From an optimization exercise on the open Yosys and OpenROAD flow, aimed at small area, a short achievable clock period and few clock cycles per item; shortcuts taken in it are not production practice.
Only simulation tests tie the RTL to the original design; equivalence was not proved.
No activity file was given, so power comes from the tool's default toggle rates.

==> design.v <==
package dcache_pkg;
	localparam int N_SETS = 8;
	localparam int IDX_W  = 3;
	localparam int TAG_W  = 26;
	typedef logic [31:0] word_t;
	typedef logic [TAG_W-1:0] tag_t;
	typedef logic [IDX_W-1:0] idx_t;
endpackage
`timescale 1ns/1ps
module dcache (
	input logic CLK,
	input logic nRST,
	input logic dmemREN,
	input logic dmemWEN,
	input dcache_pkg::word_t dmemaddr,
	input dcache_pkg::word_t dmemstore,
	input logic halt,
	output logic dhit,
	output dcache_pkg::word_t dmemload,
	output logic flushed,
	input logic dwait,
	input dcache_pkg::word_t dload,
	output logic dREN,
	output logic dWEN,
	output dcache_pkg::word_t daddr,
	output dcache_pkg::word_t dstore
);
	localparam int NS = dcache_pkg::N_SETS;
	logic [NS-1:0][25:0] tag0, tag1;
	logic [NS-1:0][31:0] dat00, dat01, dat10, dat11;   
	logic [NS-1:0] dirty0, dirty1, valid0, valid1;
	logic [NS-1:0] lru;   
	logic st_wb0, st_wb1;     
	logic st_fill0, st_fill1;   
	logic st_flp;     
	logic st_fl;      
	logic st_done;    
	logic fword;
	logic bg;         
	logic idle;
	logic dhit_q, cm_q;   
	logic dren_q, dwen_q, flushed_q;
	logic [29:0] daddr_q;
	logic [31:0] dstore_q, dmemload_q;
	logic [NS-1:0] decq;
	logic offq, storeq, m0q, m1q, hpq;
	logic [2:0] pidx;
	logic pway;
	logic [1:0] have;   
	logic req, store;
	logic [2:0] idx;
	logic off;
	logic [25:0] atag;
	logic [NS-1:0] dec, pdec;
	assign req = dmemREN | dmemWEN;
	assign store = dmemWEN;
	assign idx = dmemaddr[5:3];
	assign off = dmemaddr[2];
	assign atag = dmemaddr[31:6];
	assign idle = ~(st_wb0 | st_wb1 | st_fill0 | st_fill1 | st_flp | st_fl | st_done);
	always_comb begin
		for (int s = 0; s < NS; s++) begin
			dec[s] = (idx == s);
			pdec[s] = (pidx == s);
		end
	end
	logic [NS-1:0] g0, g1;
	logic anyd, fway, flushing;
	logic [2:0] fidx;
	always_comb begin
		logic seen;
		seen = 1'b0;
		for (int s = 0; s < NS; s++) begin
			g0[s] = dirty0[s] & ~seen;
			seen = seen | dirty0[s];
		end
		for (int s = 0; s < NS; s++) begin
			g1[s] = dirty1[s] & ~seen;
			seen = seen | dirty1[s];
		end
		fidx = '0;
		for (int s = 0; s < NS; s++) if (g0[s] | g1[s]) fidx = 3'(s);
	end
	assign anyd = |{dirty0, dirty1};
	assign fway = ~(|dirty0);
	assign flushing = st_flp | st_fl;
	logic [NS-1:0] rsel0, rsel1;
	assign rsel0 = flushing ? g0 : dec;
	assign rsel1 = flushing ? g1 : dec;
	logic [31:0] y00, y01, y10, y11;
	always_comb begin
		y00 = '0; y01 = '0; y10 = '0; y11 = '0;
		for (int s = 0; s < NS; s++) begin
			y00 = y00 | (dat00[s] & {32{rsel0[s]}});
			y01 = y01 | (dat01[s] & {32{rsel0[s]}});
			y10 = y10 | (dat10[s] & {32{rsel1[s]}});
			y11 = y11 | (dat11[s] & {32{rsel1[s]}});
		end
	end
	logic [NS-1:0] eq0, eq1;
	logic m0, m1, hit, vway, vdirty;
	always_comb begin
		for (int s = 0; s < NS; s++) begin
			eq0[s] = valid0[s] & (tag0[s] == atag);
			eq1[s] = valid1[s] & (tag1[s] == atag);
		end
	end
	assign m0 = |(eq0 & dec);
	assign m1 = |(eq1 & dec);
	assign hit = m0 | m1;
	assign vway = |(lru & dec);
	assign vdirty = vway ? |(dirty1 & dec) : |(dirty0 & dec);
	logic [NS-1:0] tsel0, tsel1;
	logic [25:0] vtag;
	always_comb begin
		for (int s = 0; s < NS; s++) begin
			tsel0[s] = flushing ? g0[s] : (dec[s] & ~lru[s]);
			tsel1[s] = flushing ? g1[s] : (dec[s] & lru[s]);
		end
		vtag = '0;
		for (int s = 0; s < NS; s++) begin
			vtag = vtag | (tag0[s] & {26{tsel0[s]}}) | (tag1[s] & {26{tsel1[s]}});
		end
	end
	logic look, hp, st_conf, hit_ok, go_hit, free, go_miss;
	logic wb0_done, wb1_done, fill0_done, fill1_done, fl_done;
	assign wb0_done = st_wb0 & ~dwait;
	assign wb1_done = st_wb1 & ~dwait;
	assign fill0_done = st_fill0 & ~dwait;
	assign fill1_done = st_fill1 & ~dwait;
	assign fl_done = st_fl & ~dwait;
	assign look = req & ~dhit_q;
	assign hp = bg & (idx == pidx) & (pway ? m1 : m0);
	assign hit_ok = hit & ~(hp & ~store & ~have[off]);
	assign st_conf = store & bg & ~have[off] &
			(off ? ((st_fill1 & dwait) | fill0_done) : (st_fill0 & dwait));
	assign go_hit = look & (idle | bg) & hit_ok & ~st_conf;
	assign free = idle | (bg & fill1_done);
	assign go_miss = look & free & ~hit;
	logic inst;
	assign inst = (dhit_q & cm_q) | (wb1_done & storeq) |
			(fill0_done & ~bg & ~storeq & ~offq) | (fill1_done & ~bg);
	assign dhit = dhit_q | (wb1_done & storeq) | (fill0_done & ~bg & ~storeq & ~offq) |
			(fill1_done & ~bg);
	assign dmemload = ((st_fill0 | st_fill1) & ~bg) ? dload : dmemload_q;
	assign dREN = dren_q;
	assign dWEN = dwen_q;
	assign daddr = {daddr_q, 2'b00};
	assign dstore = dstore_q;
	assign flushed = flushed_q;
	logic sthit, stmiss, fw0, fw1;
	assign sthit = dhit_q & ~cm_q & storeq;
	assign stmiss = inst & storeq;
	assign fw0 = fill0_done & ~have[0] & ~(stmiss & ~offq);
	assign fw1 = fill1_done & ~have[1] & ~(stmiss & offq);
	logic [31:0] wd0, wd1;   
	assign wd0 = fw0 ? dload : dmemstore;
	assign wd1 = fw1 ? dload : dmemstore;
	always_ff @(posedge CLK) begin
		for (int s = 0; s < NS; s++) begin
			if ((fw0 & ~pway & pdec[s]) | (((sthit & m0q & decq[s]) | (stmiss & ~pway & pdec[s])) & ~offq))
				dat00[s] <= wd0;
			if ((fw1 & ~pway & pdec[s]) | (((sthit & m0q & decq[s]) | (stmiss & ~pway & pdec[s])) & offq))
				dat01[s] <= wd1;
			if ((fw0 & pway & pdec[s]) | (((sthit & m1q & decq[s]) | (stmiss & pway & pdec[s])) & ~offq))
				dat10[s] <= wd0;
			if ((fw1 & pway & pdec[s]) | (((sthit & m1q & decq[s]) | (stmiss & pway & pdec[s])) & offq))
				dat11[s] <= wd1;
			if (inst & pdec[s] & ~pway) tag0[s] <= atag;
			if (inst & pdec[s] & pway) tag1[s] <= atag;
		end
		decq <= dec;
		offq <= off;
		storeq <= store;
		m0q <= m0;
		m1q <= m1;
		hpq <= hp;
		dmemload_q <= m1 ? (off ? y11 : y10) : (off ? y01 : y00);
		if (go_miss) begin
			pidx <= idx;
			pway <= vway;
			have <= 2'b00;
		end else begin
			if (fill0_done) have[0] <= 1'b1;
			if (fill1_done) have[1] <= 1'b1;
			if (stmiss | (sthit & hpq)) have[offq] <= 1'b1;
		end
		if (go_miss) begin
			daddr_q <= {vdirty ? vtag : atag, idx, 1'b0};
			dstore_q <= vway ? y10 : y00;
		end else if (st_flp) begin
			daddr_q <= {vtag, fidx, 1'b0};
			dstore_q <= fway ? y10 : y00;
		end else if (wb0_done) begin
			daddr_q[0] <= 1'b1;
			dstore_q <= pway ? y11 : y01;
		end else if (fl_done & ~fword) begin
			daddr_q[0] <= 1'b1;
			dstore_q <= fway ? y11 : y01;
		end else if (wb1_done) begin
			daddr_q <= {atag, idx, 1'b0};
		end else if (fill0_done) begin
			daddr_q[0] <= 1'b1;
		end
	end
	always_ff @(posedge CLK, negedge nRST) begin
		if (!nRST) begin
			valid0 <= '0;
			valid1 <= '0;
			dirty0 <= '0;
			dirty1 <= '0;
			lru <= '0;
		end else begin
			for (int s = 0; s < NS; s++) begin
				if (dhit_q & ~cm_q & decq[s]) begin
					lru[s] <= m0q;   
					if (storeq & m0q) dirty0[s] <= 1'b1;
					if (storeq & m1q) dirty1[s] <= 1'b1;
				end
				if (inst & pdec[s]) begin
					lru[s] <= ~pway;
					if (~pway) begin
						valid0[s] <= 1'b1;
						dirty0[s] <= storeq;
					end else begin
						valid1[s] <= 1'b1;
						dirty1[s] <= storeq;
					end
				end
				if (fl_done & fword) begin
					if (g0[s]) dirty0[s] <= 1'b0;
					if (g1[s]) dirty1[s] <= 1'b0;
				end
			end
		end
	end
	always_ff @(posedge CLK, negedge nRST) begin
		if (!nRST) begin
			st_wb0 <= 1'b0;
			st_wb1 <= 1'b0;
			st_fill0 <= 1'b0;
			st_fill1 <= 1'b0;
			st_flp <= 1'b0;
			st_fl <= 1'b0;
			st_done <= 1'b0;
			fword <= 1'b0;
			bg <= 1'b0;
			dhit_q <= 1'b0;
			cm_q <= 1'b0;
			dren_q <= 1'b0;
			dwen_q <= 1'b0;
			flushed_q <= 1'b0;
		end else begin
			dhit_q <= go_hit;
			cm_q <= 1'b0;
			if (inst) bg <= 1'b1;
			if (wb0_done) begin
				st_wb0 <= 1'b0;
				st_wb1 <= 1'b1;
			end
			if (wb1_done) begin
				st_wb1 <= 1'b0;
				st_fill0 <= 1'b1;
				dwen_q <= 1'b0;
				dren_q <= 1'b1;
			end
			if (fill0_done) begin
				st_fill0 <= 1'b0;
				st_fill1 <= 1'b1;
			end
			if (fill1_done) begin
				st_fill1 <= 1'b0;
				dren_q <= 1'b0;
				bg <= 1'b0;
			end
			if (idle & halt & ~req) st_flp <= 1'b1;
			if (st_flp) begin
				st_flp <= 1'b0;
				if (anyd) begin
					st_fl <= 1'b1;
					fword <= 1'b0;
					dwen_q <= 1'b1;
				end else begin
					st_done <= 1'b1;
					flushed_q <= 1'b1;
				end
			end
			if (fl_done) begin
				fword <= 1'b1;
				if (fword) begin
					st_fl <= 1'b0;
					st_flp <= 1'b1;
					dwen_q <= 1'b0;
				end
			end
			if (go_miss) begin
				bg <= 1'b0;
				if (vdirty) begin
					st_wb0 <= 1'b1;
					dwen_q <= 1'b1;
				end else begin
					st_fill0 <= 1'b1;
					dren_q <= 1'b1;
					if (store) begin
						dhit_q <= 1'b1;
						cm_q <= 1'b1;
					end
				end
			end
		end
	end
endmodule
==> flow/run.sh <==
#!/bin/bash
# The standard layout, with plain buffers (buf_4) as the port buffers instead of
# the delay cell that buffer_ports picks by itself. Every port is still buffered.
set -euo pipefail
export BUFFER_PORTS_ARGS="-buffer_cell sky130_fd_sc_hd__buf_4"
bash standard.sh > standard_flow.log 2>&1
==> standard.sh <==
#!/bin/bash
# synth_recipe.tcl (not shown) runs the flow's synth.tcl, then flattens the netlist and writes it again
# the make line also repeats each setting of config.mk as NAME=value (left out here)
make -C /OpenROAD-flow-scripts/flow DESIGN_CONFIG=/design/flow/config.mk WORK_HOME=/design/flow/orfs CLKGATE_MAP_FILE= SYNTH_SCRIPT=/design/flow/synth_recipe.tcl "${@:-finish}"
==> config.mk <==
export PLATFORM = sky130hd
export DESIGN_NAME = dcache
export DESIGN_NICKNAME = dcache
export VERILOG_FILES = /design/flow/design.v
export SDC_FILE = /design/flow/constraint.sdc
export NUM_CORES = 4
export LEC_CHECK = 0
export CAP_MARGIN = 20
export CELL_PAD_IN_SITES_DETAIL_PLACEMENT = 1
export CELL_PAD_IN_SITES_GLOBAL_PLACEMENT = 2
export CORE_MARGIN = 2
export CORE_UTILIZATION = 50
export CTS_BUF_LIST = sky130_fd_sc_hd__clkbuf_8
export CTS_CLUSTER_DIAMETER = 40
export CTS_CLUSTER_SIZE = 20
export PLACE_DENSITY = 0.6
export SETUP_SLACK_MARGIN = 4.2
export SLEW_MARGIN = 20
export TNS_END_PERCENT = 20
==> constraint.sdc <==
create_clock -name core_clock -period 8.0 [get_ports {CLK}]
set_input_delay 1.6000 -clock core_clock [delete_from_list [all_inputs] [get_ports {CLK}]]
set_output_delay 1.6000 -clock core_clock [all_outputs]
set_load 0.01 [all_outputs]
==> impl_metrics.yaml, run 1 <==
power:
  power.leakage_nw: 26.2
  netSwitchingPower_mw: 9.40
  p_per_area_nw_per_um2: 329
  clockPowerShare_pct: 27.1
  ir_worst_vdd_mv: 0.214
  internal_power_mw: 16.6
  design_power_total_mw: 26.0
  power.combinational.fraction_pct: 32.8
  p_seq_share_pct: 40.1
  netSwitchingFraction_pct: 36.1
logic_synthesis:
  synth.avg_cell_area_um2: 14.9
  sequential_to_total_area_share_from_yosys_stat_pct: 70.3
  post_synth_instance_area_um2: 67600
  post_synth_inst_count: 4534
  postSynth.topFlopCell: "edfxtp_1"
  synth.lib_cells_used.distinct: 79
  number_of_enable_flip_flop_cells_after_synthesis: 1505
  share_of_async_settable_or_async_resettable_flops_after_synthesis_pct: 3.30
  synthesis.yosys.warnings: 1
  synth-seq-cells: 1606
worst_setup_path:
  cp-start-kind: "register"
  setup.worst_path.end: "dmemload[2]"
  rr_endpoint: "dstore_q[30]$_DFFE_PP_"
  worst_ep_required_time_ns: 6.40
  r2r-start: "st_fl$_DFF_PN0_"
  worstRegToRegCells: 10
  path_max_fanout: 16
  endpoint_kind: "output pin"
  critical_path.startpoint: "st_fill1$_DFFE_PN0P_"
  setup.reg_to_reg.worst_slack_ns: 4.16
  critPathKind: "reg2out"
  timing.critical_path.arrival_ns: 2.49
routing:
  via_count_of_the_routed_design: 46200
  post_drt_via_cell_ratio: 6.77
  avgRoutedWirePerCell_um: 37.9
  first_pass_iters: 12
  post-route-drc-count: 0
  iteration_0_drc_markers: 7057
  drt.antenna.violating_nets: 0
  detail_route.wirelength_mm: 258
clocking:
  clock-root-buffer: "clkbuf_8"
  cts_max_path_buffers: 3
  clkTransAtPathRegs_ns: 0.07
  worst_skew_pair.late_latency_ns: 0.98
  cts-htree-levels: 4
  cts_buffers: 212
  tritoncts: "built"
  cts.sink_count: 1606
timing:
  max_slew_margin_pct: 25.7
  final.min_clock_period_ns: 4.09
  final-max-slew-violation-count: 0
  max_slew.worst_pin.slew_ns: 1.11
  setup_repair_after_global_routing_missed_its_margin: "true"
  hold_viol: 0
  layout_worst_path_cycle_share_pct: 51.1
  timing.final.setup_violations: 0
  fin_setup_tns_ns: 0
  clock-skew-final_ns: 0.0360
  clock.fmax_mhz: 244
placed_design:
  io_buffer_count: 197
  postPlaceCellArea_um2: 71500
  place.detailed.instances: 6310
  detailed_place_hpwl_mm: 155
  gp_routability_congestion: 0.938
global_routing:
  grt_first_pass_wirelength_mm: 356
  grt_start_max_net_pins: 65
  via_count_of_the_first_global_routing_pass: 45700
  grt.total_usage_pct: 37.1
  grt_antenna_before_repair: 8
  globalRoute.totalOverflow: 0
run_status:
  run_status: "complete, no violations"
final_layout:
  stdcell_count: 6817
  utilization_pct: 59.0
  postLayoutCellArea_um2: 79000
  layout.nets: 4963
  layout-drive-gt1-share_pct: 21.4
  p_r_area_growth_vs_syn_pct: 16.9
floorplanning:
  floorplan_die_area_um2: 138000
  floorplan.rows: 134
  floorplan.initialDensity_pct: 50.5
  boundaryPins: 202
  die_h_um: 372
  core-area_um2: 134000
  die_w_um: 372
worst_hold_path:
  worst_min_delay_path_category: "reg2reg"
  timing.hold.worst_path_depth: 1
flow_run:
  drv.max_cap_violation_count: 0
-- stage by stage --
stage	hold WS (ns)	setup WS [ns]
after floorplan	0.434	3.66
after global placement	0.451	1.84
after CTS	0.474	3.87
after global routing	0.485	3.87
after detailed placement	0.456	1.82
final	0.469	3.91
-- worst max-delay path, stage by stage (launching register included) --
cell	delay [ns]
dfrtp_2	0.44
nor2_4	0.12
or2_4	0.16
buf_12	0.18
mux2_2	0.41
buf_4	0.15
-- cells in the mapped netlist, drive strengths merged, types with 37 or more instances --
cell / count / area [um^2]
mux2: 65 / 811
a222oi: 250 / 2500
a22o: 54 / 473
a21oi: 49 / 245
nand4: 172 / 1080
a21boi: 37 / 278
o21ai: 91 / 508
xnor2: 328 / 2870
dfxtp: 48 / 961
inv: 118 / 443
xor2: 89 / 780
buf: 153 / 1040
edfxtp: 1505 / 45200
dfrtp: 53 / 1330
nand3: 61 / 310
clkbuf: 153 / 574
nor4: 47 / 330
o22ai: 43 / 302
and3: 78 / 488
nor2: 58 / 218
nand2: 493 / 1850
a22oi: 198 / 1490
a221oi: 72 / 631
-- repair_timing --
action / CTS / global route
cloned: 8 / 5
endpoints found under the setup margin: 2250 / 2019
pin swaps: 34 / 29
hold buffers: 0 / 0
gates resized for setup: 190 / 124
setup buffers: 59 / 32
-- power groups by stage --
stage | clock network, mW | logic (mW) | registers, mW
floorplan | 0 | 4.54 | 10.4
global placement | 0 | 7.67 | 10.6
detailed placement | 0 | 7.78 | 10.6
CTS | 7.12 | 8.28 | 10.4
global route | 7.43 | 8.97 | 10.4
finish | 7.06 | 8.53 | 10.4
-- logic make-up after synthesis --
kind of cell	share of synthesized area (%)
buffers and inverters	3.07
flip-flops	70.3
AO/OA/AOI/OAI	11.4
AND/OR/NAND/NOR	7.46
XOR/XNOR	5.40
other	0.00555
multiplexers	2.39
-- layer usage --
layer | global-route usage [%] | share of wire, %
met1 | 51.0 | 39
met5 | 0 | 0.018
met4 | 15.0 | 4.3
met2 | 57.9 | 47
met3 | 7.57 | 10
-- layout make-up --
type / instances / area [um^2]
well taps: 1768 / 2210
inverters: 122 / 487
fillers: 12400 / 54800
diodes: 3 / 7.51
clock buffers: 219 / 3010
repair buffers: 414 / 4390
repair inverters: 1 / 5.00
multi-input cells: 2504 / 19500
clock inverters: 180 / 1860
flip-flops and latches: 1606 / 47500
-- worst min-delay path by stage --
stage,startpoint,end,slack [ns]
6_report,valid1[3]$_DFFE_PN0P_,valid1[3]$_DFFE_PN0P_,0.47
5_1_grt,valid0[6]$_DFFE_PN0P_,valid0[6]$_DFFE_PN0P_,0.48
4_1_cts,valid0[4]$_DFFE_PN0P_,valid0[4]$_DFFE_PN0P_,0.47
3_5_place_dp,valid0[7]$_DFFE_PN0P_,valid0[7]$_DFFE_PN0P_,0.46
3_3_place_gp,valid0[7]$_DFFE_PN0P_,valid0[7]$_DFFE_PN0P_,0.45
2_1_floorplan,valid1[7]$_DFFE_PN0P_,valid1[7]$_DFFE_PN0P_,0.43
-- placed cells by master (no fill, tap or decap), types with 32 or more instances in the layout --
master / netlist / routed
buf_6: 26 / 43
a21oi_1: 49 / 49
and3_1: 78 / 77
a22o_1: 54 / 54
a22oi_1: 198 / 193
a21boi_0: 37 / 37
a221oi_1: 72 / 64
o21a_1: 33 / 33
clkbuf_8: 0 / 219
nand2_1: 493 / 472
mux4_2: 32 / 32
xor2_1: 89 / 84
edfxtp_1: 1505 / 1505
a222oi_1: 250 / 250
buf_4: 39 / 287
inv_1: 115 / 133
nand4_1: 172 / 172
nand3_1: 60 / 60
o22ai_4: 1 / 37
mux2_4: 21 / 41
o21ai_0: 81 / 75
buf_12: 2 / 53
dfxtp_1: 48 / 47
nor2_1: 58 / 48
xnor2_1: 328 / 314
dfrtp_1: 53 / 49
clkinvlp_4: 0 / 36
-- registers in the layout (all words and copies together), names as in the netlist, 2 cells and up --
| name | count |
|---|---|
| dat11 | 256 |
| dmemload_q | 32 |
| valid0 | 8 |
| pidx | 3 |
| dirty0 | 8 |
| decq | 8 |
| lru | 8 |
| dstore_q | 32 |
| tag0 | 208 |
| valid1 | 8 |
| dat10 | 256 |
| dat00 | 256 |
| dirty1 | 8 |
| daddr_q | 30 |
| tag1 | 208 |
| have | 2 |
| dat01 | 256 |
Testbench counts, summed over its fixed seeds: cycles 84,822, requests 24,000.
==> run 2, diff against run 1 <==
--- a/design.v
+++ b/design.v
@@ -137,35 +137,44 @@
 	assign go_hit = look & (idle | bg) & hit_ok & ~st_conf;
 	assign free = idle | (bg & fill1_done);
 	assign go_miss = look & free & ~hit;
-	logic inst;
-	assign inst = (dhit_q & cm_q) | (wb1_done & storeq) |
-			(fill0_done & ~bg & ~storeq & ~offq) | (fill1_done & ~bg);
-	assign dhit = dhit_q | (wb1_done & storeq) | (fill0_done & ~bg & ~storeq & ~offq) |
-			(fill1_done & ~bg);
-	assign dmemload = ((st_fill0 | st_fill1) & ~bg) ? dload : dmemload_q;
+	logic inst, cdone;
+	assign cdone = (st_wb1 & storeq) | (st_fill0 & ~bg & ~storeq & ~offq) | (st_fill1 & ~bg);
+	assign inst = (dhit_q & cm_q) | (cdone & ~dwait);
+	assign dhit = dhit_q | (cdone & ~dwait);
+	assign dmemload = dhit_q ? dmemload_q : dload;
 	assign dREN = dren_q;
 	assign dWEN = dwen_q;
 	assign daddr = {daddr_q, 2'b00};
 	assign dstore = dstore_q;
 	assign flushed = flushed_q;
-	logic sthit, stmiss, fw0, fw1;
+	logic sthit, stnow, stwait, fp0, fp1;
 	assign sthit = dhit_q & ~cm_q & storeq;
-	assign stmiss = inst & storeq;
-	assign fw0 = fill0_done & ~have[0] & ~(stmiss & ~offq);
-	assign fw1 = fill1_done & ~have[1] & ~(stmiss & offq);
+	assign stnow = dhit_q & cm_q & storeq;   
+	assign stwait = st_wb1 & storeq;         
+	assign fp0 = st_fill0 & ~have[0] & ~(stnow & ~offq);
+	assign fp1 = st_fill1 & ~have[1];
 	logic [31:0] wd0, wd1;   
-	assign wd0 = fw0 ? dload : dmemstore;
-	assign wd1 = fw1 ? dload : dmemstore;
+	assign wd0 = fp0 ? dload : dmemstore;
+	assign wd1 = fp1 ? dload : dmemstore;
+	logic [NS-1:0] en00, en01, en10, en11;
+	always_comb begin
+		for (int s = 0; s < NS; s++) begin
+			en00[s] = (~offq & ((sthit & m0q & decq[s]) | (stnow & ~pway & pdec[s]))) |
+				(~dwait & ~pway & pdec[s] & (fp0 | (stwait & ~offq)));
+			en01[s] = (offq & ((sthit & m0q & decq[s]) | (stnow & ~pway & pdec[s]))) |
+				(~dwait & ~pway & pdec[s] & (fp1 | (stwait & offq)));
+			en10[s] = (~offq & ((sthit & m1q & decq[s]) | (stnow & pway & pdec[s]))) |
+				(~dwait & pway & pdec[s] & (fp0 | (stwait & ~offq)));
+			en11[s] = (offq & ((sthit & m1q & decq[s]) | (stnow & pway & pdec[s]))) |
+				(~dwait & pway & pdec[s] & (fp1 | (stwait & offq)));
+		end
+	end
 	always_ff @(posedge CLK) begin
 		for (int s = 0; s < NS; s++) begin
-			if ((fw0 & ~pway & pdec[s]) | (((sthit & m0q & decq[s]) | (stmiss & ~pway & pdec[s])) & ~offq))
-				dat00[s] <= wd0;
-			if ((fw1 & ~pway & pdec[s]) | (((sthit & m0q & decq[s]) | (stmiss & ~pway & pdec[s])) & offq))
-				dat01[s] <= wd1;
-			if ((fw0 & pway & pdec[s]) | (((sthit & m1q & decq[s]) | (stmiss & pway & pdec[s])) & ~offq))
-				dat10[s] <= wd0;
-			if ((fw1 & pway & pdec[s]) | (((sthit & m1q & decq[s]) | (stmiss & pway & pdec[s])) & offq))
-				dat11[s] <= wd1;
+			if (en00[s]) dat00[s] <= wd0;
+			if (en01[s]) dat01[s] <= wd1;
+			if (en10[s]) dat10[s] <= wd0;
+			if (en11[s]) dat11[s] <= wd1;
 			if (inst & pdec[s] & ~pway) tag0[s] <= atag;
 			if (inst & pdec[s] & pway) tag1[s] <= atag;
 		end
@@ -183,7 +192,7 @@
 		end else begin
 			if (fill0_done) have[0] <= 1'b1;
 			if (fill1_done) have[1] <= 1'b1;
-			if (stmiss | (sthit & hpq)) have[offq] <= 1'b1;
+			if (stnow | (stwait & ~dwait) | (sthit & hpq)) have[offq] <= 1'b1;
 		end
 		if (go_miss) begin
 			daddr_q <= {vdirty ? vtag : atag, idx, 1'b0};
==> impl_metrics.yaml, run 2 <==
global_routing:
  via_count_of_the_first_global_routing_pass: 47400
  globalRoute.totalOverflow: 0
  grt.total_usage_pct: 36.7
  grt_start_max_net_pins: 65
  grt_first_pass_wirelength_mm: 363
  grt_antenna_before_repair: 11
worst_setup_path:
  endpoint_kind: "output pin"
  timing.critical_path.arrival_ns: 2.31
  max_stage_delay_ns: 0.26
  cell_with_the_biggest_individual_delay_on_the_critical_path: "or2_4"
  worst-path-stages: 5
  worstRegToRegCells: 8
  critPathKind: "in2out"
  critPathMostFrequentCell: "buf_6"
  cp-start-kind: "primary input"
  crit_family: "buffers and inverters"
  critical_path.cell_chain: "buf_12, a21oi_2, buf_6, or2_4, buf_6"
  crit_buf_inv: 3
  path_max_fanout: 14
  worst_ep_required_time_ns: 6.40
logic_synthesis:
  post_synth_instance_area_um2: 68500
  synth-seq-cells: 1606
  synth.cells.most_frequent: "edfxtp_1, xnor2_1, nand2_1"
  synth.lib_cells_used.distinct: 83
  post_synth_inst_count: 4702
  synth_area_leaders: "edfxtp_1, xnor2_1, a22oi_1"
  synth.avg_cell_area_um2: 14.6
  synthesis.yosys.warnings: 1
  sequential_to_total_area_share_from_yosys_stat_pct: 69.3
  postSynth.topFlopCell: "edfxtp_1"
  post-synth-top-count-cell: "edfxtp_1"
  share_of_async_settable_or_async_resettable_flops_after_synthesis_pct: 3.30
  largest_area_contributor_in_the_netlist: "edfxtp_1"
  post-synth-top-area-fraction_pct: 65.9
  number_of_enable_flip_flop_cells_after_synthesis: 1505
final_layout:
  layout-drive-gt1-share_pct: 20.9
  p_r_area_growth_vs_syn_pct: 14.4
  layout.nets: 5062
  most-common-layout-cells: "edfxtp_1, xnor2_1, nand2_1"
  stdcell_count: 6937
  layout_commonest_cell: "edfxtp_1"
clocking:
  cts_buffers: 214
  clkTransAtPathRegs_ns: 0.07
  cts_hold_buffers: 0
  worst_skew_pair.late_latency_ns: 0.97
  cts.sink_count: 1606
  clock-root-buffer: "clkbuf_8"
  tritoncts: "built"
  cts_max_path_buffers: 3
  cts-htree-levels: 4
routing:
  post_drt_via_cell_ratio: 6.85
  drt.antenna.violating_nets: 0
  avgRoutedWirePerCell_um: 37.6
  post-route-drc-count: 0
  first_pass_iters: 9
  detail_route.wirelength_mm: 261
  via_count_of_the_routed_design: 47500
  iteration_0_drc_markers: 6706
worst_hold_path:
  worst_min_delay_path_category: "reg2reg"
  timing.hold.worst_path_depth: 1
timing:
  clock.fmax_mhz: 256
  hold_viol: 0
  setup_repair_after_global_routing_missed_its_margin: "true"
  final.min_clock_period_ns: 3.91
  clock-skew-final_ns: 0.0438
  whs_ns: 0.471
  fin_setup_tns_ns: 0
  timing.final.setup_violations: 0
  max_slew.worst_pin.slew_ns: 1.16
  layout_worst_path_cycle_share_pct: 48.9
  max_slew_margin_pct: 22.3
  final-max-slew-violation-count: 0
floorplanning:
  boundaryPins: 202
  floorplan_die_area_um2: 140000
  floorplan.initialDensity_pct: 50.5
  die_h_um: 374
  core-area_um2: 136000
  die_w_um: 374
  floorplan.rows: 135
placed_design:
  gp_routability_congestion: 0.943
  io_buffer_count: 197
  place.detailed.instances: 6478
  detailed_place_hpwl_mm: 153
flow_run:
  drv.max_cap_violation_count: 0
power:
  power.leakage_nw: 24.7
  ir_worst_vdd_mv: 0.292
  design_power_total_mw: 25.9
  p_per_area_nw_per_um2: 331
run_status:
  run_status: "complete, no violations"
## run 2: routing by layer
layer	wire [um]	track usage (%)	up-vias
met5	13	0	-
met4	11400	15.4	2
met3	25900	6.55	509
met2	121000	57.3	2882
met1	103000	51.0	24900
li1	-	-	19300
## run 2: worst register-to-register path, delay by kind of cell, from the launching register on
kind	cells	cell delay, ns
AND/OR/NAND/NOR	2	0.84
AO/OA/AOI/OAI	2	1.29
buffers and inverters	4	0.99
flip-flops	1	0.37
## run 2: worst paths after layout
path	start	end	slack (ns)
worst max-delay path	dwait	dhit	4.09
worst min-delay path	valid1[2]$_DFFE_PN0P_	valid1[2]$_DFFE_PN0P_	0.47
worst max register to register	storeq$_DFF_P_	dat11[43]$_DFFE_PP_	4.14
worst min register to register	valid1[2]$_DFFE_PN0P_	valid1[2]$_DFFE_PN0P_	0.47
max in group asynchronous	nRST	st_flp$_DFF_PN0_	6.38
min in group asynchronous	nRST	valid1[2]$_DFFE_PN0P_	0.79
## run 2: power by group
part / switching [mW] / internal [mW] / total (mW)
clock: 3.59 / 3.48 / 7.06
combinational: 5.57 / 2.74 / 8.30
sequential: 0.487 / 10.1 / 10.6
## run 2: timing repair
item                       4_1_cts  5_1_grt
resized for setup               97       40
setup endpoints to repair      860      242
buffers inserted                29        3
pin swaps                       12        6
gates cloned                    11        2
## run 2: kinds of logic (layout without fill, tap and decap cells)
logic type	count (synthesis)	in the layout	share of synthesized area, %
multiplexers	171	171	3.33
AO/OA/AOI/OAI	952	959	10.6
buffers and inverters	336	776	2.29
AND/OR/NAND/NOR	1217	1219	9.14
XOR/XNOR	419	419	5.35
flip-flops	1606	1606	69.3
other	1	6	0.00547
## run 2: final cells by class
cell class                      instances  area, um^2
Fill cell                           12900       57400
Sequential cell                      1606       47500
Multi-Input combinational cell       2770       20600
Timing Repair Buffer                  353        3100
Clock buffer                          222        3060
Tap cell                             1781        2230
Clock inverter                        186        1860
Inverter                               15        61.3
Antenna cell                            4        10.0
## run 2: per-stage QoR
step / setup WS (ns) / utilization [%] / cell area, um^2
2_1_floorplan: 3.87 / - / 69000
3_3_place_gp: 2.50 / 53.3 / 72400
3_5_place_dp: 2.39 / 53.3 / 72400
4_1_cts: 4.03 / 57.6 / 78200
5_1_grt: 4.04 / 57.7 / 78400
6_report: 4.09 / 57.7 / 78400
Testbench counts of run 2, summed over its fixed seeds: cycles 84,822, requests 24,000.
==> run 3, diff against run 2 <==
--- a/config.mk
+++ b/config.mk
@@ -15,5 +15,5 @@
 export CTS_CLUSTER_SIZE = 20
 export PLACE_DENSITY = 0.6
 export SETUP_SLACK_MARGIN = 4.2
-export SLEW_MARGIN = 20
-export TNS_END_PERCENT = 20
+export SLEW_MARGIN = 30
+export TNS_END_PERCENT = 5
==> impl_metrics.yaml, run 3 <==
run_status:
  run_status: "complete, no violations"
floorplanning:
  die_h_um: 374
  floorplan.rows: 135
  die_w_um: 374
  core-area_um2: 136000
  floorplan_die_area_um2: 140000
  floorplan.initialDensity_pct: 50.5
  boundaryPins: 202
power:
  internal_power_mw: 16.0
  p_per_area_nw_per_um2: 328
  clockPowerShare_pct: 26.3
  netSwitchingPower_mw: 9.58
  power.leakage_nw: 24.6
  p_seq_share_pct: 41.4
  netSwitchingFraction_pct: 37.5
  ir_worst_vdd_mv: 0.276
  power.combinational.fraction_pct: 32.3
logic_synthesis:
  synth.cells.most_frequent: "edfxtp_1, xnor2_1, nand2_1"
  sequential_to_total_area_share_from_yosys_stat_pct: 69.3
  synthesis.yosys.warnings: 1
  synth.avg_cell_area_um2: 14.6
  post-synth-top-area-fraction_pct: 65.9
  share_of_async_settable_or_async_resettable_flops_after_synthesis_pct: 3.30
  synth.lib_cells_used.distinct: 83
  synth_area_leaders: "edfxtp_1, xnor2_1, a22oi_1"
  post_synth_instance_area_um2: 68500
  synth-seq-cells: 1606
  largest_area_contributor_in_the_netlist: "edfxtp_1"
  postSynth.topFlopCell: "edfxtp_1"
  post_synth_inst_count: 4702
  post-synth-top-count-cell: "edfxtp_1"
  number_of_enable_flip_flop_cells_after_synthesis: 1505
timing:
  final.min_clock_period_ns: 4.01
  final-max-slew-violation-count: 0
  timing.final.setup_violations: 0
  fin_setup_tns_ns: 0
  layout_worst_path_cycle_share_pct: 50.1
  max_slew_margin_pct: 25.6
  max_slew.worst_pin.slew_ns: 1.12
  clock.fmax_mhz: 249
  hold_viol: 0
  setup_repair_after_global_routing_missed_its_margin: "true"
  clock-skew-final_ns: 0.0575
worst_hold_path:
  worst_min_delay_path_category: "reg2reg"
final_layout:
  utilization_pct: 57.4
  p_r_area_growth_vs_syn_pct: 13.7
  layout.nets: 5035
  layout-drive-gt1-share_pct: 20.1
  most-common-layout-cells: "edfxtp_1, xnor2_1, nand2_1"
  fillerInstances: 12900
  layout_commonest_cell: "edfxtp_1"
worst_setup_path:
  timing.critical_path.arrival_ns: 4.83
  path_max_fanout: 33
  worst_ep_required_time_ns: 8.82
  critPathKind: "in2reg"
  endpoint_kind: "register"
  cp-start-kind: "primary input"
clocking:
  cts-htree-levels: 4
  cts_max_path_buffers: 3
  cts_hold_buffers: 0
  tritoncts: "built"
  worst_skew_pair.late_latency_ns: 0.97
  cts_buffers: 203
  clock-root-buffer: "clkbuf_8"
  cts.sink_count: 1606
  clkTransAtPathRegs_ns: 0.08
routing:
  detail_route.wirelength_mm: 259
  post_drt_via_cell_ratio: 6.87
  avgRoutedWirePerCell_um: 37.5
  first_pass_iters: 6
  via_count_of_the_routed_design: 47500
  drt.antenna.violating_nets: 0
  post-route-drc-count: 0
  iteration_0_drc_markers: 7390
global_routing:
  grt_start_max_net_pins: 65
  grt_first_pass_wirelength_mm: 361
  grt_antenna_before_repair: 8
  via_count_of_the_first_global_routing_pass: 46900
  grt.total_usage_pct: 36.6
  globalRoute.totalOverflow: 0
placed_design:
  io_buffer_count: 197
  detailed_place_hpwl_mm: 150
  gp_routability_congestion: 0.915
flow_run:
  drv.max_cap_violation_count: 0
[run 3: routing by layer]
layer	GRT usage (%)	wire length [um]	vias up
met1	51.3	104000	24800
met3	6.75	25000	544
li1	-	-	19200
met5	0	14	-
met4	14.9	11100	4
met2	56.5	119000	2853
[run 3: power groups by stage]
stage | logic, mW | registers [mW] | clock network [mW]
after global placement | 7.38 | 10.7 | 0
after CTS | 8.03 | 10.6 | 6.79
after detailed placement | 7.54 | 10.7 | 0
final | 8.26 | 10.6 | 6.73
after floorplan | 4.13 | 10.5 | 0
after global routing | 8.60 | 10.6 | 7.11
[run 3: critical path, stage by stage]
cell     delay, ns
buf_6         0.18
xnor2_1       0.60
nand4_1       0.38
nor4_1        0.33
a22oi_1       0.20
nand4_1       0.28
buf_4         0.50
mux4_2        0.66
[run 3: logic make-up (layout without fill, tap and decap cells)]
logic type / count (synthesis) / after routing / share of synthesized area (%)
xor gates and xnor gates: 419 / 419 / 5.35
and+or+nand+nor: 1217 / 1219 / 9.14
AOI/OAI and AO/OA: 952 / 960 / 10.6
buffers and inverters: 336 / 739 / 2.29
other: 1 / 11 / 0.00547
muxes: 171 / 171 / 3.33
DFF: 1606 / 1606 / 69.3
[run 3: per-stage QoR]
step / cell area [um^2] / setup WS, ns / instances / hold slack [ns] / power (mW)
final: 77900 / 3.99 / 6906 / 0.476 / 25.6
after global placement: 72400 / 2.11 / 6472 / 0.455 / 18.1
after global routing: 77900 / 4.04 / 6900 / 0.456 / 26.3
after CTS: 77700 / 4.05 / 6894 / 0.433 / 25.4
after floorplan: 69000 / 3.86 / 4703 / 0.439 / 14.7
after detailed placement: 72400 / 2.09 / 6474 / 0.454 / 18.3
[run 3: path summary, 6_finish.rpt]
check / startpoint / cells past startpoint / slack, ns / endpoint
worst max-delay path: dmemaddr[15] / 8 / 3.99 / dmemload_q[10]$_DFF_P_
worst min-delay path: valid1[3]$_DFFE_PN0P_ / 1 / 0.48 / valid1[3]$_DFFE_PN0P_
worst max register to register: dirty1[2]$_DFF_PN0_ / 7 / 4.13 / dstore_q[8]$_DFFE_PP_
worst min register to register: valid1[3]$_DFFE_PN0P_ / 1 / 0.48 / valid1[3]$_DFFE_PN0P_
max in group asynchronous: nRST / 2 / 6.24 / st_flp$_DFF_PN0_
min in group asynchronous: nRST / 1 / 0.51 / valid1[4]$_DFFE_PN0P_
[run 3: area by class of cell]
class                   instances  area [um^2]  area share (%)
flip-flops and latches       1606        47500            60.9
multi-input cells            2771        20600            26.4
repair buffers                336         2960            3.79
clock buffers                 209         2880            3.69
well taps                    1781         2230            2.86
clock inverters               179         1720            2.20
inverters                      15         63.8          0.0819
diodes                          9         22.5          0.0289
[run 3: what timing repair did]
item / in CTS / in global routing
pin swaps: 12 / 2
resized for setup: 72 / 37
cloned: 12 / 0
endpoints found under the setup margin: 620 / 270
endpoints found under the hold margin: 0 / 0
buffers inserted: 20 / 3
==> run 4, diff against run 3 <==
--- a/design.v
+++ b/design.v
@@ -185,7 +185,7 @@
 		m1q <= m1;
 		hpq <= hp;
 		dmemload_q <= m1 ? (off ? y11 : y10) : (off ? y01 : y00);
-		if (go_miss) begin
+		if (look & free) begin
 			pidx <= idx;
 			pway <= vway;
 			have <= 2'b00;
@@ -194,7 +194,7 @@
 			if (fill1_done) have[1] <= 1'b1;
 			if (stnow | (stwait & ~dwait) | (sthit & hpq)) have[offq] <= 1'b1;
 		end
-		if (go_miss) begin
+		if (look & free) begin
 			daddr_q <= {vdirty ? vtag : atag, idx, 1'b0};
 			dstore_q <= vway ? y10 : y00;
 		end else if (st_flp) begin
==> impl_metrics.yaml, run 4 <==
flow_run:
  drv.max_cap_violation_count: 0
timing:
  setup_repair_after_global_routing_missed_its_margin: "true"
  timing.final.ws_setup_ns: 4.04
  hold_viol: 0
  final-max-slew-violation-count: 0
  whs_ns: 0.475
  clock.fmax_mhz: 252
  final.min_clock_period_ns: 3.96
  max_slew.worst_pin.slew_ns: 1.05
  layout_worst_path_cycle_share_pct: 49.5
  fin_setup_tns_ns: 0
  max_slew_margin_pct: 29.9
  timing.final.setup_violations: 0
  clock-skew-final_ns: 0.0676
logic_synthesis:
  post-synth-top-count-cell: "edfxtp_1"
  synth.avg_cell_area_um2: 14.9
  synth-seq-cells: 1606
  synth_area_leaders: "edfxtp_1, xnor2_1, a222oi_1"
  synth.lib_cells_used.distinct: 83
  synth.cells.most_frequent: "edfxtp_1, xnor2_1, nand2_1"
  post-synth-top-area-fraction_pct: 66.3
  share_of_async_settable_or_async_resettable_flops_after_synthesis_pct: 3.30
  post_synth_inst_count: 4557
  sequential_to_total_area_share_from_yosys_stat_pct: 69.7
  synthesis.yosys.warnings: 1
  largest_area_contributor_in_the_netlist: "edfxtp_1"
  post_synth_instance_area_um2: 68100
  postSynth.topFlopCell: "edfxtp_1"
  number_of_enable_flip_flop_cells_after_synthesis: 1505
routing:
  first_pass_iters: 11
  avgRoutedWirePerCell_um: 39.9
  post_drt_via_cell_ratio: 7.08
  drt.antenna.violating_nets: 0
  via_count_of_the_routed_design: 48300
  detail_route.wirelength_mm: 272
  iteration_0_drc_markers: 8279
  post-route-drc-count: 0
worst_setup_path:
  worst_ep_required_time_ns: 8.80
  critPathKind: "in2reg"
  critical_path.cell_chain: "buf_4, xnor2_1, nand4_1, nor4_1, a22oi_1, nand4_1, buf_12, buf_12, mux4_2"
  max_stage_delay_ns: 0.61
  cell_with_the_biggest_individual_delay_on_the_critical_path: "nor4_1"
  timing.critical_path.arrival_ns: 4.77
  cp-start-kind: "primary input"
  endpoint_kind: "register"
  path_max_fanout: 33
placed_design:
  io_buffer_count: 197
  post-place-ws_ns: 2.22
  gp_routability_congestion: 0.874
  detailed_place_hpwl_mm: 164
  place.detailed.instances: 6352
power:
  ir_worst_vdd_mv: 0.225
  clockPowerShare_pct: 28.2
  p_seq_share_pct: 41.8
  p_per_area_nw_per_um2: 325
  power.leakage_nw: 25.3
  power.combinational.fraction_pct: 30.0
  netSwitchingPower_mw: 9.50
  internal_power_mw: 16.1
  netSwitchingFraction_pct: 37.1
global_routing:
  grt_start_max_net_pins: 91
  via_count_of_the_first_global_routing_pass: 46900
  grt_first_pass_wirelength_mm: 373
  globalRoute.totalOverflow: 0
  grt.total_usage_pct: 38.2
  grt_antenna_before_repair: 14
final_layout:
  layout_commonest_cell: "edfxtp_1"
  layout-drive-gt1-share_pct: 22.6
  p_r_area_growth_vs_syn_pct: 15.8
  most-common-layout-cells: "edfxtp_1, xnor2_1, buf_4"
  utilization_pct: 58.3
  layout.nets: 4941
  stdcell_count: 6823
clocking:
  cts_max_path_buffers: 3
  clock-root-buffer: "clkbuf_8"
  cts.sink_count: 1606
  tritoncts: "built"
  worst_skew_pair.late_latency_ns: 0.98
  clkTransAtPathRegs_ns: 0.07
  cts_buffers: 220
  cts-htree-levels: 4
  cts_hold_buffers: 0
floorplanning:
  floorplan.initialDensity_pct: 50.4
  die_w_um: 373
  core-area_um2: 135000
  die_h_um: 373
  boundaryPins: 202
  floorplan.rows: 135
  floorplan_die_area_um2: 139000
run_status:
  run_status: "complete, no violations"
worst_hold_path:
  worst_min_delay_path_category: "reg2reg"
-- run 4: cell count changes in the layout (fill, tap and decap cells not counted), moves of 33 or more --
cell      before  now
nand2_1      361  288
a222oi_1     144  259
a22oi_1      280  195
nand3_1      129   63
buf_4        281  316
o21ai_0      144   68
a21oi_1       31   96
a221oi_1      70   13
a21boi_0       3   36
and4_1        63    1
nor3_1       111   56
-- run 4: critical path, delay by kind of cell --
family                 cells  cell delay, ns
XOR/XNOR                   1            0.22
AND/OR/NAND/NOR            3            1.11
AO/OA/AOI/OAI              1            0.18
buffers and inverters      3            0.96
multiplexers               1            0.61
-- run 4: cell families after synthesis --
logic type | after synthesis | share of synthesized area [%]
and+or+nand+nor | 927 | 7.00
DFF | 1606 | 69.7
AOI/OAI and AO/OA | 1066 | 12.4
buffers and inverters | 378 | 2.42
other | 1 | 0.00550
muxes | 160 | 3.11
xor gates and xnor gates | 419 | 5.39
-- run 4: path summary, 6_finish.rpt --
path | slack, ns | from | cells after the start | to
setup / recovery | 4.04 | dmemaddr[24] | 9 | dmemload_q[14]$_DFF_P_
setup reg to reg | 4.12 | dirty0[1]$_DFF_PN0_ | 9 | dstore_q[23]$_DFFE_PP_
hold reg to reg | 0.47 | valid1[0]$_DFFE_PN0P_ | 1 | valid1[0]$_DFFE_PN0P_
hold / removal | 0.47 | valid1[0]$_DFFE_PN0P_ | 1 | valid1[0]$_DFFE_PN0P_
max in group asynchronous | 6.37 | nRST | 2 | dirty0[0]$_DFF_PN0_
min in group asynchronous | 0.58 | nRST | 1 | valid1[4]$_DFFE_PN0P_
-- run 4: power by group through the flow --
stage	Sequential [mW]	Combinational, mW	Clock, mW
2_1_floorplan	10.6	3.78	0
3_3_place_gp	10.8	6.94	0
3_5_place_dp	10.8	7.00	0
4_1_cts	10.7	7.33	7.27
5_1_grt	10.7	7.93	7.58
6_report	10.7	7.69	7.22
-- run 4: cell type report --
cell class / instances / area (um^2)
inverter: 58 / 224
clock buffer: 227 / 3120
sequential: 1606 / 47500
tap: 1781 / 2230
timing repair buffer: 369 / 3280
multi-input combinational: 2584 / 20600
clock inverter: 191 / 1930
fill: 12500 / 56400
antenna: 7 / 17.5
-- run 4: metal layers --
metal,GRT usage [%],up-vias,share of wire (%)
met4,12.8,8,3.8
met5,0,-,0.020
met1,56.2,25400,41
li1,-,19100,-
met2,55.4,3276,43
met3,9.71,549,13
-- run 4: timing repair --
| item | in CTS | in global routing |
|---|---|---|
| endpoints found under the setup margin | 318 | 171 |
| cloned | 8 | 5 |
| pin swaps | 22 | 14 |
| resized for setup | 122 | 53 |
| setup buffers | 22 | 9 |
-- run 4: metrics by stage --
stage               instance area (um^2)  power (mW)
detailed placement                 72500        17.8
floorplan                          68500        14.4
global route                       78900        26.2
global placement                   72300        17.8
finish                             78900        25.6
CTS                                78400        25.3
Testbench counts of run 4, summed over its fixed seeds: cycles 84,822, requests 24,000.
==> run 5, diff against run 4 <==
--- a/design.v
+++ b/design.v
@@ -185,7 +185,7 @@
 		m1q <= m1;
 		hpq <= hp;
 		dmemload_q <= m1 ? (off ? y11 : y10) : (off ? y01 : y00);
-		if (look & free) begin
+		if (go_miss) begin
 			pidx <= idx;
 			pway <= vway;
 			have <= 2'b00;
@@ -194,7 +194,7 @@
 			if (fill1_done) have[1] <= 1'b1;
 			if (stnow | (stwait & ~dwait) | (sthit & hpq)) have[offq] <= 1'b1;
 		end
-		if (look & free) begin
+		if (go_miss) begin
 			daddr_q <= {vdirty ? vtag : atag, idx, 1'b0};
 			dstore_q <= vway ? y10 : y00;
 		end else if (st_flp) begin
==> run.sh (new file) <==
#!/bin/bash
# synth_recipe.tcl (not shown) runs the flow's synth.tcl, then flattens the netlist and writes it again
# the make line also repeats each setting of config.mk as NAME=value (left out here)
make -C /OpenROAD-flow-scripts/flow DESIGN_CONFIG=/design/flow/config.mk WORK_HOME=/design/flow/orfs CLKGATE_MAP_FILE= SYNTH_SCRIPT=/design/flow/synth_recipe.tcl finish
removed: flow/run.sh
removed: standard.sh
==> impl_metrics.yaml, run 5 <==
final_layout:
  fillerInstances: 12700
  layout_commonest_cell: "edfxtp_1"
  layout-drive-gt1-share_pct: 18.7
  layout.nets: 5087
  seq_area_um2: 47500
  multi_input_area_um2: 20700
  most-common-layout-cells: "edfxtp_1, xnor2_1, nand2_1"
  p_r_area_growth_vs_syn_pct: 15.7
floorplanning:
  floorplan.rows: 135
  core-area_um2: 136000
  floorplan.initialDensity_pct: 50.5
  die_h_um: 374
  boundaryPins: 202
  floorplan_die_area_um2: 140000
  die_w_um: 374
timing:
  setup_repair_after_global_routing_missed_its_margin: "true"
  max_slew.worst_pin.slew_ns: 1.08
  timing.final.setup_violations: 0
  final-max-slew-violation-count: 0
  clock.fmax_mhz: 245
  final.min_clock_period_ns: 4.08
  layout_worst_path_cycle_share_pct: 50.9
  fin_setup_tns_ns: 0
  whs_ns: 0.473
  clock-skew-final_ns: 0.0591
  max_slew_margin_pct: 27.5
  hold_viol: 0
logic_synthesis:
  post_synth_instance_area_um2: 68500
  share_of_async_settable_or_async_resettable_flops_after_synthesis_pct: 3.30
  synth_area_leaders: "edfxtp_1, xnor2_1, a22oi_1"
  synth.area.mux_share_pct: 3.33
  synth_top_family_by_area: "compound AO/OA/AOI/OAI gates"
  synth-seq-cells: 1606
  postSynth.topFlopCell: "edfxtp_1"
  number_of_enable_flip_flop_cells_after_synthesis: 1505
  post-synth-top-count-cell: "edfxtp_1"
  post-synth-top-area-fraction_pct: 65.9
  synth_xor_xnor_area_share_pct: 5.35
  post_synth_fa_ha_maj_area_fraction_pct: 0
  synth.cells.most_frequent: "edfxtp_1, xnor2_1, nand2_1"
  largest_area_contributor_in_the_netlist: "edfxtp_1"
  sequential_to_total_area_share_from_yosys_stat_pct: 69.3
  post_synth_inst_count: 4702
  synth_simple_gate_area_share_pct: 9.14
  synthesis.yosys.warnings: 1
  synth.lib_cells_used.distinct: 83
  synth.avg_cell_area_um2: 14.6
  post_synthesis_compound_gate_area_fraction_pct: 10.6
global_routing:
  routing_layer_with_the_top_usage_in_global_route: "met2"
  grt_use_met2_pct: 56.7
  grt_use_met3_pct: 7.36
  grt.met1_usage_pct: 50.4
  grt_start_max_net_pins: 65
  grt.total_usage_pct: 36.6
  globalRoute.totalOverflow: 0
  via_count_of_the_first_global_routing_pass: 47700
  grt_first_pass_wirelength_mm: 362
  grt_antenna_before_repair: 10
power:
  netSwitchingPower_mw: 9.52
  p_seq_share_pct: 40.3
  netSwitchingFraction_pct: 36.3
  p_per_area_nw_per_um2: 330
  power.combinational.fraction_pct: 31.5
  ir_worst_vdd_mv: 0.207
  clockPowerShare_pct: 28.2
  power.leakage_nw: 25.0
  internal_power_mw: 16.7
clocking:
  worst_skew_pair.late_latency_ns: 0.96
  cts-htree-levels: 4
  cts.sink_count: 1606
  cts_hold_buffers: 0
  clock-root-buffer: "clkbuf_8"
  cts_max_path_buffers: 3
  clkTransAtPathRegs_ns: 0.07
  tritoncts: "built"
  cts_buffers: 217
routing:
  via_count_of_the_routed_design: 47500
  avgRoutedWirePerCell_um: 37.2
  drt.antenna.violating_nets: 0
  first_pass_iters: 9
  iteration_0_drc_markers: 6713
  post_drt_via_cell_ratio: 6.82
  post-route-drc-count: 0
  detail_route.wirelength_mm: 259
worst_setup_path:
  max_stage_delay_ns: 0.45
  cell_with_the_biggest_individual_delay_on_the_critical_path: "clkdlybuf4s50_1"
  endpoint_kind: "output pin"
  timing.critical_path.arrival_ns: 2.48
  cp-start-kind: "primary input"
  worst_ep_required_time_ns: 6.40
  critical_path.cell_chain: "clkdlybuf4s50_1, mux2_2, buf_2"
  path_max_fanout: 3
  critPathKind: "in2out"
placed_design:
  io_buffer_count: 197
  gp_routability_congestion: 0.941
  detailed_place_hpwl_mm: 154
flow_run:
  drv.max_cap_violation_count: 0
run_status:
  run_status: "complete, no violations"
worst_hold_path:
  worst_min_delay_path_category: "reg2reg"
run 5: path summary, 6_finish.rpt:
kind                       cells after the start                     end                  start  slack [ns]
setup / recovery                               3             dmemload[0]               dload[0]        3.92
hold / removal                                 1   valid0[1]$_DFFE_PN0P_  valid0[1]$_DFFE_PN0P_        0.47
setup reg to reg                               9  dstore_q[24]$_DFFE_PP_    dirty1[0]$_DFF_PN0_        4.10
hold reg to reg                                1   valid0[1]$_DFFE_PN0P_  valid0[1]$_DFFE_PN0P_        0.47
max in group asynchronous                      2        st_flp$_DFF_PN0_                   nRST        6.29
min in group asynchronous                      1   valid1[2]$_DFFE_PN0P_                   nRST        0.55
run 5: cells by family after synthesis:
logic type,after synthesis
xor+xnor,419
other cells,1
mux,171
compound gates,952
flops,1606
buf+inv,336
simple gates,1217
run 5: area by class of cell:
| cell class | instances | area share, % |
|---|---|---|
| flip-flops and latches | 1606 | 59.9 |
| multi-input cells | 2769 | 26.1 |
| repair buffers | 376 | 4.63 |
| clock buffers | 225 | 3.90 |
| well taps | 1781 | 2.81 |
| clock inverters | 185 | 2.62 |
| inverters | 15 | 0.0804 |
| diodes | 4 | 0.0126 |
run 5: layer usage:
metal  wire, um  vias up
met5         42        -
met4      12300        6
met3      26000      570
met2     118000     2791
met1     103000    24800
li1           -    19400
run 5: what timing repair did:
item / in CTS / in global routing
endpoints found under the setup margin: 812 / 384
resized for setup: 272 / 40
buffers inserted: 34 / 9
cloned: 10 / 2
pin swaps: 15 / 4
run 5: critical path: cells and delay by family:
family / cells / cell delay, ns
multiplexers: 1 / 0.27
buffers and inverters: 2 / 0.60
run 5: metrics by stage:
step | setup slack [ns] | total power, mW | std cells | cell area, um^2 | util [%]
after global routing | 3.92 | 27.0 | 6959 | 79300 | 58.4
final | 3.92 | 26.2 | 6961 | 79300 | 58.4
after global placement | 1.67 | 18.1 | 6485 | 72800 | 53.6
after CTS | 3.88 | 26.0 | 6945 | 79100 | 58.2
after detailed placement | 1.63 | 18.3 | 6491 | 72900 | 53.7
after floorplan | 3.86 | 14.7 | 4703 | 69000 | -
run 5: power by group through the flow:
stage                     sequential [mW]  combinational (mW)  clock [mW]
after floorplan                      10.5                4.13           0
after global placement               10.7                7.43           0
after detailed placement             10.7                7.58           0
after CTS                            10.5                8.05        7.45
after global routing                 10.6                8.63        7.77
final                                10.6                8.25        7.38
Testbench counts of run 5, summed over its fixed seeds: cycles 84,822, requests 24,000.
==> run 6, diff against run 5 <==
--- a/design.v
+++ b/design.v
@@ -39,6 +39,7 @@
 	logic bg;         
 	logic idle;
 	logic dhit_q, cm_q;   
+	logic act_q;          
 	logic dren_q, dwen_q, flushed_q;
 	logic [29:0] daddr_q;
 	logic [31:0] dstore_q, dmemload_q;
@@ -140,15 +141,15 @@
 	logic inst, cdone;
 	assign cdone = (st_wb1 & storeq) | (st_fill0 & ~bg & ~storeq & ~offq) | (st_fill1 & ~bg);
 	assign inst = (dhit_q & cm_q) | (cdone & ~dwait);
-	assign dhit = dhit_q | (cdone & ~dwait);
-	assign dmemload = dhit_q ? dmemload_q : dload;
+	assign dhit = dhit_q;
+	assign dmemload = dmemload_q;
 	assign dREN = dren_q;
 	assign dWEN = dwen_q;
 	assign daddr = {daddr_q, 2'b00};
 	assign dstore = dstore_q;
 	assign flushed = flushed_q;
 	logic sthit, stnow, stwait, fp0, fp1;
-	assign sthit = dhit_q & ~cm_q & storeq;
+	assign sthit = act_q & storeq;
 	assign stnow = dhit_q & cm_q & storeq;   
 	assign stwait = st_wb1 & storeq;         
 	assign fp0 = st_fill0 & ~have[0] & ~(stnow & ~offq);
@@ -184,8 +185,9 @@
 		m0q <= m0;
 		m1q <= m1;
 		hpq <= hp;
-		dmemload_q <= m1 ? (off ? y11 : y10) : (off ? y01 : y00);
-		if (go_miss) begin
+		if (cdone & ~dwait) dmemload_q <= dload;
+		else dmemload_q <= m1 ? (off ? y11 : y10) : (off ? y01 : y00);
+		if (look & free) begin
 			pidx <= idx;
 			pway <= vway;
 			have <= 2'b00;
@@ -194,7 +196,7 @@
 			if (fill1_done) have[1] <= 1'b1;
 			if (stnow | (stwait & ~dwait) | (sthit & hpq)) have[offq] <= 1'b1;
 		end
-		if (go_miss) begin
+		if (look & free) begin
 			daddr_q <= {vdirty ? vtag : atag, idx, 1'b0};
 			dstore_q <= vway ? y10 : y00;
 		end else if (st_flp) begin
@@ -221,7 +223,7 @@
 			lru <= '0;
 		end else begin
 			for (int s = 0; s < NS; s++) begin
-				if (dhit_q & ~cm_q & decq[s]) begin
+				if (act_q & decq[s]) begin
 					lru[s] <= m0q;   
 					if (storeq & m0q) dirty0[s] <= 1'b1;
 					if (storeq & m1q) dirty1[s] <= 1'b1;
@@ -256,11 +258,13 @@
 			bg <= 1'b0;
 			dhit_q <= 1'b0;
 			cm_q <= 1'b0;
+			act_q <= 1'b0;
 			dren_q <= 1'b0;
 			dwen_q <= 1'b0;
 			flushed_q <= 1'b0;
 		end else begin
-			dhit_q <= go_hit;
+			dhit_q <= go_hit | (cdone & ~dwait);
+			act_q <= go_hit;
 			cm_q <= 1'b0;
 			if (inst) bg <= 1'b1;
 			if (wb0_done) begin
==> flow/run.sh (new file) <==
#!/bin/bash
# The standard layout, with plain buffers (buf_4) as the port buffers instead of
# the delay cell that buffer_ports picks by itself. Every port is still buffered.
set -euo pipefail
export BUFFER_PORTS_ARGS="-buffer_cell sky130_fd_sc_hd__buf_4"
bash standard.sh > standard_flow.log 2>&1
==> standard.sh (new file) <==
#!/bin/bash
# synth_recipe.tcl (not shown) runs the flow's synth.tcl, then flattens the netlist and writes it again
# the make line also repeats each setting of config.mk as NAME=value (left out here)
make -C /OpenROAD-flow-scripts/flow DESIGN_CONFIG=/design/flow/config.mk WORK_HOME=/design/flow/orfs CLKGATE_MAP_FILE= SYNTH_SCRIPT=/design/flow/synth_recipe.tcl "${@:-finish}"
--- a/config.mk
+++ b/config.mk
@@ -14,6 +14,6 @@
 export CTS_CLUSTER_DIAMETER = 40
 export CTS_CLUSTER_SIZE = 20
 export PLACE_DENSITY = 0.6
-export SETUP_SLACK_MARGIN = 4.2
-export SLEW_MARGIN = 30
+export SETUP_SLACK_MARGIN = 4.8
+export SLEW_MARGIN = 20
 export TNS_END_PERCENT = 5
removed: run.sh
==> impl_metrics.yaml, run 6 <==
global_routing:
  grt_antenna_before_repair: 14
  grt.total_usage_pct: 38.7
  globalRoute.totalOverflow: 0
  grt_start_max_net_pins: 64
  via_count_of_the_first_global_routing_pass: 46100
  grt_first_pass_wirelength_mm: 366
timing:
  timing.final.setup_violations: 0
  max_slew_margin_pct: 11.6
  clock.fmax_mhz: 277
  max_slew.worst_pin.slew_ns: 1.33
  fin_setup_tns_ns: 0
  clock-skew-final_ns: 0.0659
  hold_viol: 0
  setup_repair_after_global_routing_missed_its_margin: "true"
  whs_ns: 0.410
  final-max-slew-violation-count: 0
  layout_worst_path_cycle_share_pct: 45.2
  final.min_clock_period_ns: 3.62
logic_synthesis:
  post_synthesis_compound_gate_area_fraction_pct: 11.7
  synth-seq-cells: 1607
  synth_simple_gate_area_share_pct: 7.64
  synth_area_leaders: "edfxtp_1, xnor2_1, a22oi_1"
  synth_xor_xnor_area_share_pct: 5.58
  post_synth_inst_count: 4479
  synthesis.yosys.warnings: 1
  post_synth_instance_area_um2: 67300
  synth_top_family_by_area: "compound AO/OA/AOI/OAI gates"
  number_of_enable_flip_flop_cells_after_synthesis: 1505
  sequential_to_total_area_share_from_yosys_stat_pct: 70.6
  synth.cells.most_frequent: "edfxtp_1, xnor2_1, nand2_1"
  post-synth-top-area-fraction_pct: 67.1
  postSynth.topFlopCell: "edfxtp_1"
  synth.avg_cell_area_um2: 15.0
  largest_area_contributor_in_the_netlist: "edfxtp_1"
  synth.lib_cells_used.distinct: 91
  synth.area.mux_share_pct: 2.14
  post_synth_fa_ha_maj_area_fraction_pct: 0
  share_of_async_settable_or_async_resettable_flops_after_synthesis_pct: 3.36
  post-synth-top-count-cell: "edfxtp_1"
routing:
  iteration_0_drc_markers: 7656
  detail_route.wirelength_mm: 267
  drt.antenna.violating_nets: 0
  avgRoutedWirePerCell_um: 39.0
  via_count_of_the_routed_design: 47500
  first_pass_iters: 7
  post-route-drc-count: 0
  post_drt_via_cell_ratio: 6.92
clocking:
  cts_hold_buffers: 0
  cts-htree-levels: 4
  clkTransAtPathRegs_ns: 0.07
  cts_buffers: 219
  worst_skew_pair.late_latency_ns: 1.00
  cts.sink_count: 1607
  clock-root-buffer: "clkbuf_8"
  cts_max_path_buffers: 3
  tritoncts: "built"
worst_setup_path:
  worst_ep_required_time_ns: 8.71
  worstRegToRegCells: 9
  critical_path.startpoint: "dmemaddr[4]"
  timing.critical_path.arrival_ns: 4.33
  endpoint_kind: "register"
  critPathKind: "in2reg"
  path_max_fanout: 13
  cp-start-kind: "primary input"
  r2r-start: "st_fl$_DFF_PN0_"
  rr_endpoint: "daddr_q[20]$_DFFE_PP_"
  setup.reg_to_reg.worst_slack_ns: 4.46
floorplanning:
  floorplan.initialDensity_pct: 50.4
  core-area_um2: 133000
  floorplan_die_area_um2: 138000
  boundaryPins: 202
  die_w_um: 371
  floorplan.rows: 134
  die_h_um: 371
worst_hold_path:
  worst_min_delay_path_category: "in2async"
placed_design:
  detailed_place_hpwl_mm: 154
  io_buffer_count: 197
  gp_routability_congestion: 0.972
  postPlaceCellArea_um2: 71300
final_layout:
  layout_commonest_cell: "edfxtp_1"
  fillerInstances: 12300
  utilization_pct: 59.7
  layout.nets: 4993
  p_r_area_growth_vs_syn_pct: 18.3
  postLayoutCellArea_um2: 79600
  layout-drive-gt1-share_pct: 23.5
  most-common-layout-cells: "edfxtp_1, xnor2_1, buf_4"
flow_run:
  drv.max_cap_violation_count: 0
power:
  power.leakage_nw: 26.0
  design_power_total_mw: 27.1
  ir_worst_vdd_mv: 0.228
  p_per_area_nw_per_um2: 340
run_status:
  run_status: "complete, no violations"
==> run 6: cell types whose count changed in the layout (fill, tap and decap cells not counted), sizes merged, moves of 32 or more <==
| cell | before | now |
|---|---|---|
| a22o | 57 | 141 |
| and4 | 63 | 1 |
| a21oi | 33 | 92 |
| buf | 226 | 434 |
| o31a | 32 | 0 |
| mux2 | 128 | 92 |
| clkdlybuf4s50 | 113 | 0 |
| o21ai | 172 | 93 |
| nand3 | 129 | 77 |
==> run 6: cells by family after synthesis <==
| logic type | count (synthesis) |
|---|---|
| buffers and inverters | 294 |
| XOR/XNOR | 419 |
| AO/OA/AOI/OAI | 1001 |
| flip-flops | 1607 |
| multiplexers | 129 |
| other | 1 |
| AND/OR/NAND/NOR | 1028 |
==> run 6: routing by layer <==
metal / wire length, um / vias up / GRT usage (%) / share of wire (%)
li1: - / 18900 / - / -
met1: 109000 / 24800 / 56.9 / 41
met2: 115000 / 3252 / 55.6 / 43
met3: 34400 / 493 / 10.8 / 13
met4: 8790 / 6 / 12.3 / 3.3
met5: 34 / - / 0 / 0.013
==> run 6: where the power goes <==
group / internal, mW / switching, mW
combinational: 2.96 / 5.85
sequential: 10.3 / 0.470
clock: 3.75 / 3.72
==> run 6: repair_timing <==
item	4_1_cts	5_1_grt
setup buffers	106	6
resized for setup	217	75
pin swaps	64	9
endpoints found under the setup margin	1353	1161
cloned	23	1
==> run 6: metrics by stage <==
stage,cells,setup slack (ns)
global placement,6297,2.33
CTS,6839,4.43
floorplan,4480,4.30
detailed placement,6298,2.33
global route,6853,4.44
finish,6856,4.38
==> run 6: worst max-delay path by stage <==
| stage | endpoint | slack [ns] | cells after the start |
|---|---|---|---|
| floorplan | dat10[100]$_DFFE_PP_ | 4.30 | 4 |
| global placement | dmemload_q[23]$_DFF_P_ | 2.33 | 10 |
| detailed placement | dmemload_q[23]$_DFF_P_ | 2.33 | 10 |
| CTS | act_q$_DFF_PN0_ | 4.43 | 9 |
| global route | act_q$_DFF_PN0_ | 4.44 | 9 |
| finish | daddr_q[20]$_DFFE_PP_ | 4.38 | 8 |
==> run 6: final cells by class <==
cell class	instances	area (um^2)	share of cell area, %
Clock inverter	183	2070	2.60
Inverter	22	109	0.137
Timing Repair Buffer	454	4740	5.95
Sequential cell	1607	47500	59.7
Multi-Input combinational cell	2587	19800	24.9
Clock buffer	229	3150	3.96
Antenna cell	6	15.0	0.0189
Tap cell	1768	2210	2.78
==> run 6: critical path, stage by stage <==
cell and delay (ns):
buf_16 0.14, nand3b_1 0.21, nor3_2 0.15, or2_4 0.38, a222oi_1 1.06, nand4_1 0.24
a211oi_2 0.33, a31oi_2 0.17
Testbench counts of run 6, summed over its fixed seeds: cycles 90,386, requests 24,000.

[what the ideal ports hide]
Ports are ideal in the flow. The routed layouts listed here were re-timed in OpenROAD. Step 1 sets driving cells, clkbuf_16 on the clock port and buf_2 on the other inputs (assumed; they add their load-dependent delay and slew). Step 2 adds t to the input delays and takes it off the output delays; t is the mean of the earliest and latest rising clock arrival at the registers after step 1. Input paths then give back, and output paths get back, about the clock's delay inside the block. Slacks: ideal ports / drivers / drivers and shift; pairs: ideal ports / drivers.
run | t (ns) | setup slack, ns | worst setup path at the end
run 1 | 1.042 | 3.910 / 3.827 / 3.023 | input to register
run 2 | 1.032 | 4.088 / 4.024 / 3.111 | input to register
run 3 | 1.021 | 3.991 / 3.982 / 3.020 | input to register
run 4 | 1.024 | 4.037 / 3.959 / 3.060 | input to register
run 5 | 1.016 | 3.924 / 3.884 / 3.020 | input to register
run 6 | 1.058 | 4.384 / 4.245 / 3.187 | input to register
After both steps every run listed still meets setup and hold. The setup slack of run 6, which loses most, moves by -0.139 ns with the drivers and by -1.197 ns with both steps.
